Source: an optimization exercise on an open RTL-to-GDS flow (aim: small area). Production flows keep margins and buffers that such runs may drop.
Function was checked by simulation only, so behaviour that the tests miss may differ from the original.
Power figures rest on the tool's default switching activity, not on a simulated workload.

== P ==
Design serial_debug, start of the top module:
module serial_debug (
    input  wire        i_clk,
    input  wire        i_rst_n,
    input  wire        i_enable,            
    input  wire        i_frame_tick,
    input  wire        i_pixel_valid,
    input  wire [11:0] i_cpu_pc,
    input  wire [15:0] i_cpu_instr_count,
    input  wire        i_cpu_running,
    input  wire        i_pixel_strobe,
    input  wire [31:0] i_pixel_count,
    input  wire [9:0]  i_pixel_x,
    input  wire [9:0]  i_pixel_y,
    input  wire [2:0]  i_pixel_brightness,
    output logic       o_uart_tx
);
    localparam logic [3:0] PH_IDLE  = 4'd0;
    localparam logic [3:0] PH_PRE   = 4'd1;    
    localparam logic [3:0] PH_START = 4'd2;
    localparam logic [3:0] PH_STOP  = 4'd3;
    logic        r_tick_d, r_strobe_d;
    logic        r_freq, r_preq;
    logic [15:0] r_fcnt;             
    logic [15:0] r_pv_cnt;           
    logic [15:0] r_pv_lat;           
  ...
Size in the first run: about 850 cells after synthesis, roughly 91 I/O pins, ~8100 µm² of cells after synthesis.
Settings: LEC_CHECK=0, ABC_AREA=1, CAP_MARGIN=20, CORE_MARGIN=2, CORE_UTILIZATION=40, SLEW_MARGIN=20; clock period 30.0 ns.
standard.sh (not shown) runs the stock make flow with config.mk's settings and CLKGATE_MAP_FILE= SYNTH_SCRIPT=/design/flow/synth_recipe.tcl, a recipe that flattens the netlist after the stock synthesis.
==> flow/flow/run.sh <==
#!/bin/bash
# Standard layout with these changes in how it is made:
#  - synthesis: abc maps the logic with an area-only script, and adders are
#    left to abc instead of the ha/fa adder map (flip-flops untouched)
#  - port buffers use the smallest buffer cell
#  - the clock tree uses clkbuf_8 without dummy loads
set -e
HERE=$(pwd)
cp -r "$FLOW_HOME/scripts" "$HERE/scripts"
cp "$HERE/flow/abc_area.script" "$HERE/scripts/abc_area.script"
export SCRIPTS_DIR="$HERE/scripts"
export BUFFER_PORTS_ARGS="-buffer_cell sky130_fd_sc_hd__buf_1"
export CTS_ARGS="-sink_clustering_enable -repair_clock_nets -dont_use_dummy_load -buf_list sky130_fd_sc_hd__clkbuf_8"
bash standard.sh ADDER_MAP_FILE= finish > standard.log 2>&1
==> flow/flow/abc_area.script <==
strash
dch -f
map -a
strash
dch -f
map -a
strash
dch -f
map -a
topo
Inputs modified between P and Q:
diff --git a/flow/design.v b/flow/design.v
--- a/flow/design.v
+++ b/flow/design.v
@@ -32,84 +32,84 @@
     logic        r_lastc;            
     logic        r_src;              
     logic [4:0]  r_idx;              
     logic [3:0]  r_ph;
     logic [8:0]  r_cc;               
     wire tick_rise   = i_frame_tick & ~r_tick_d;
     wire strobe_rise = i_pixel_strobe & ~r_strobe_d;
     wire grant  = ~r_lact & (r_preq | r_freq);
     wire pgrant = ~r_lact & r_preq;
     wire fgrant = ~r_lact & r_freq & ~r_preq;
-    function automatic logic [15:0] bcd_add1(input logic [15:0] v, input logic c);
-        logic [15:0] n;
+    function automatic logic [15:0] bcd_inc(input logic [15:0] v);
+        logic c;
+        c = 1'b1;
         for (int i = 0; i < 4; i++) begin
-            logic [3:0] d;
-            logic       w;
-            d = v[4*i +: 4];
-            w = c & d[3] & d[0];
-            n[4*i]     = d[0] ^ c;
-            n[4*i + 1] = (d[1] ^ (c & d[0])) & ~w;
-            n[4*i + 2] = d[2] ^ (c & d[0] & d[1]);
-            n[4*i + 3] = (d[3] ^ (c & d[0] & d[1] & d[2])) & ~w;
-            c = w;
+            if (c) begin
+                if (v[4*i +: 4] == 4'd9) v[4*i +: 4] = 4'd0;
+                else begin
+                    v[4*i +: 4] = v[4*i +: 4] + 4'd1;
+                    c = 1'b0;
+                end
+            end
         end
-        bcd_add1 = n;
+        bcd_inc = v;
     endfunction
     always_ff @(posedge i_clk) begin
         if (!i_rst_n) begin
             r_tick_d   <= 1'b0;
             r_strobe_d <= 1'b0;
             r_fcnt     <= 16'hFFFF;
             r_pv_cnt   <= 16'd0;
             r_freq     <= 1'b0;
             r_preq     <= 1'b0;
         end else begin
             r_tick_d   <= i_frame_tick;
             r_strobe_d <= i_pixel_strobe;
-            r_fcnt <= r_fcnt + {15'd0, tick_rise};
-            if (tick_rise)
+            if (tick_rise) begin
+                r_fcnt   <= r_fcnt + 16'd1;
                 r_pv_cnt <= {15'd0, i_pixel_valid};
-            else
-                r_pv_cnt <= bcd_add1(r_pv_cnt, i_pixel_valid);
+            end else if (i_pixel_valid) begin
+                r_pv_cnt <= bcd_inc(r_pv_cnt);
+            end
             if (!i_enable)        r_freq <= 1'b0;
             else if (tick_rise)   r_freq <= 1'b1;
             else if (fgrant)      r_freq <= 1'b0;
             if (!i_enable)        r_preq <= 1'b0;
             else if (strobe_rise) r_preq <= 1'b1;
             else if (pgrant)      r_preq <= 1'b0;
         end
     end
     always_ff @(posedge i_clk) begin
         if (tick_rise)
             r_pv_lat <= r_pv_cnt;
         if (strobe_rise) begin
             r_cnt <= i_pixel_count;
             r_x   <= i_pixel_x;
             r_y   <= i_pixel_y;
             r_bri <= i_pixel_brightness;
         end
     end
-    wire       bit_done = r_cc[8] & r_cc[7] & r_cc[5] & r_cc[4] & r_cc[3] & r_cc[0];   
-    wire       at_last  = r_idx[4] & r_idx[3] & (r_src | (r_idx[2] & r_idx[1]));   
+    wire       bit_done = (r_cc == 9'd441);
+    wire [4:0] last_idx = r_src ? 5'd24 : 5'd30;
     always_ff @(posedge i_clk) begin
         if (!i_rst_n) begin
             r_lact  <= 1'b0;
             r_lastc <= 1'b0;
             r_ph    <= PH_IDLE;
         end else begin
             if (grant)
                 r_lact <= 1'b1;
             case (r_ph)
                 PH_IDLE:  if (r_lact) r_ph <= PH_PRE;
                 PH_PRE:   r_ph <= PH_START;
                 PH_START: begin
-                    if (r_cc == 9'd0 && !r_lastc && at_last) begin
+                    if (r_cc == 9'd0 && !r_lastc && r_idx == last_idx) begin
                         r_lact  <= 1'b0;
                         r_lastc <= 1'b1;
                     end
                     if (bit_done) r_ph <= 4'd8;
                 end
                 PH_STOP:  if (bit_done) begin
                     r_ph    <= PH_IDLE;
                     r_lastc <= 1'b0;
                 end
                 default:  if (bit_done) r_ph <= (r_ph == 4'd15) ? PH_STOP : r_ph + 4'd1;
[summary]
Maximum fanout count along the critical path for Q: 1 up relative to P
Summary — fmax, Q relative to P: lower, by 1.5 MHz.
met1 capacity usage during global routing of P is on par with Q.
Q vs P, instance count: Q higher
| worst hold slack | P vs Q | ≈ equal |
Re switching power as a share of total power: P was higher than Q.
Summary: with P as the reference, power in Q moved down slightly.
In the reports for P and Q, the smaller signal arrival time at the worst endpoint belongs to P.
Post-route minimum period, P and Q: lower on P
Wire length on met3 was higher in the run labelled P.
The overall die area of Q exceeds that of P by about 1.5%.
Q completed every stage of the flow, and the final layout passed the timing, DRC and antenna checks.

## static timing again, ports no longer ideal
Ports are ideal in the flow. The routed layouts listed here were re-timed in OpenROAD. Step 1, drivers: a clkbuf_16 drives i_clk and a buf_2 each remaining input, both assumed. Step 2 also shifts input and output timing later by t, the mid clock arrival at the registers, as if the neighbouring blocks saw the same clock. Three values: ideal, step 1, step 2; two values: the first two.
| run | shift t [ns] | slack for setup (ns) | worst setup path at the end | latest minus earliest clock arrival (ns) | pins driven straight from the clock port |
|---|---|---|---|---|---|
| P | 0.476 | 20.937 / 20.894 / 21.370 | register to output | 0.040 / 0.040 | 1 |
| Q | 0.474 | 20.815 / 20.776 / 21.250 | register to output | 0.033 / 0.033 | 1 |
After both steps every run listed still meets setup and hold.
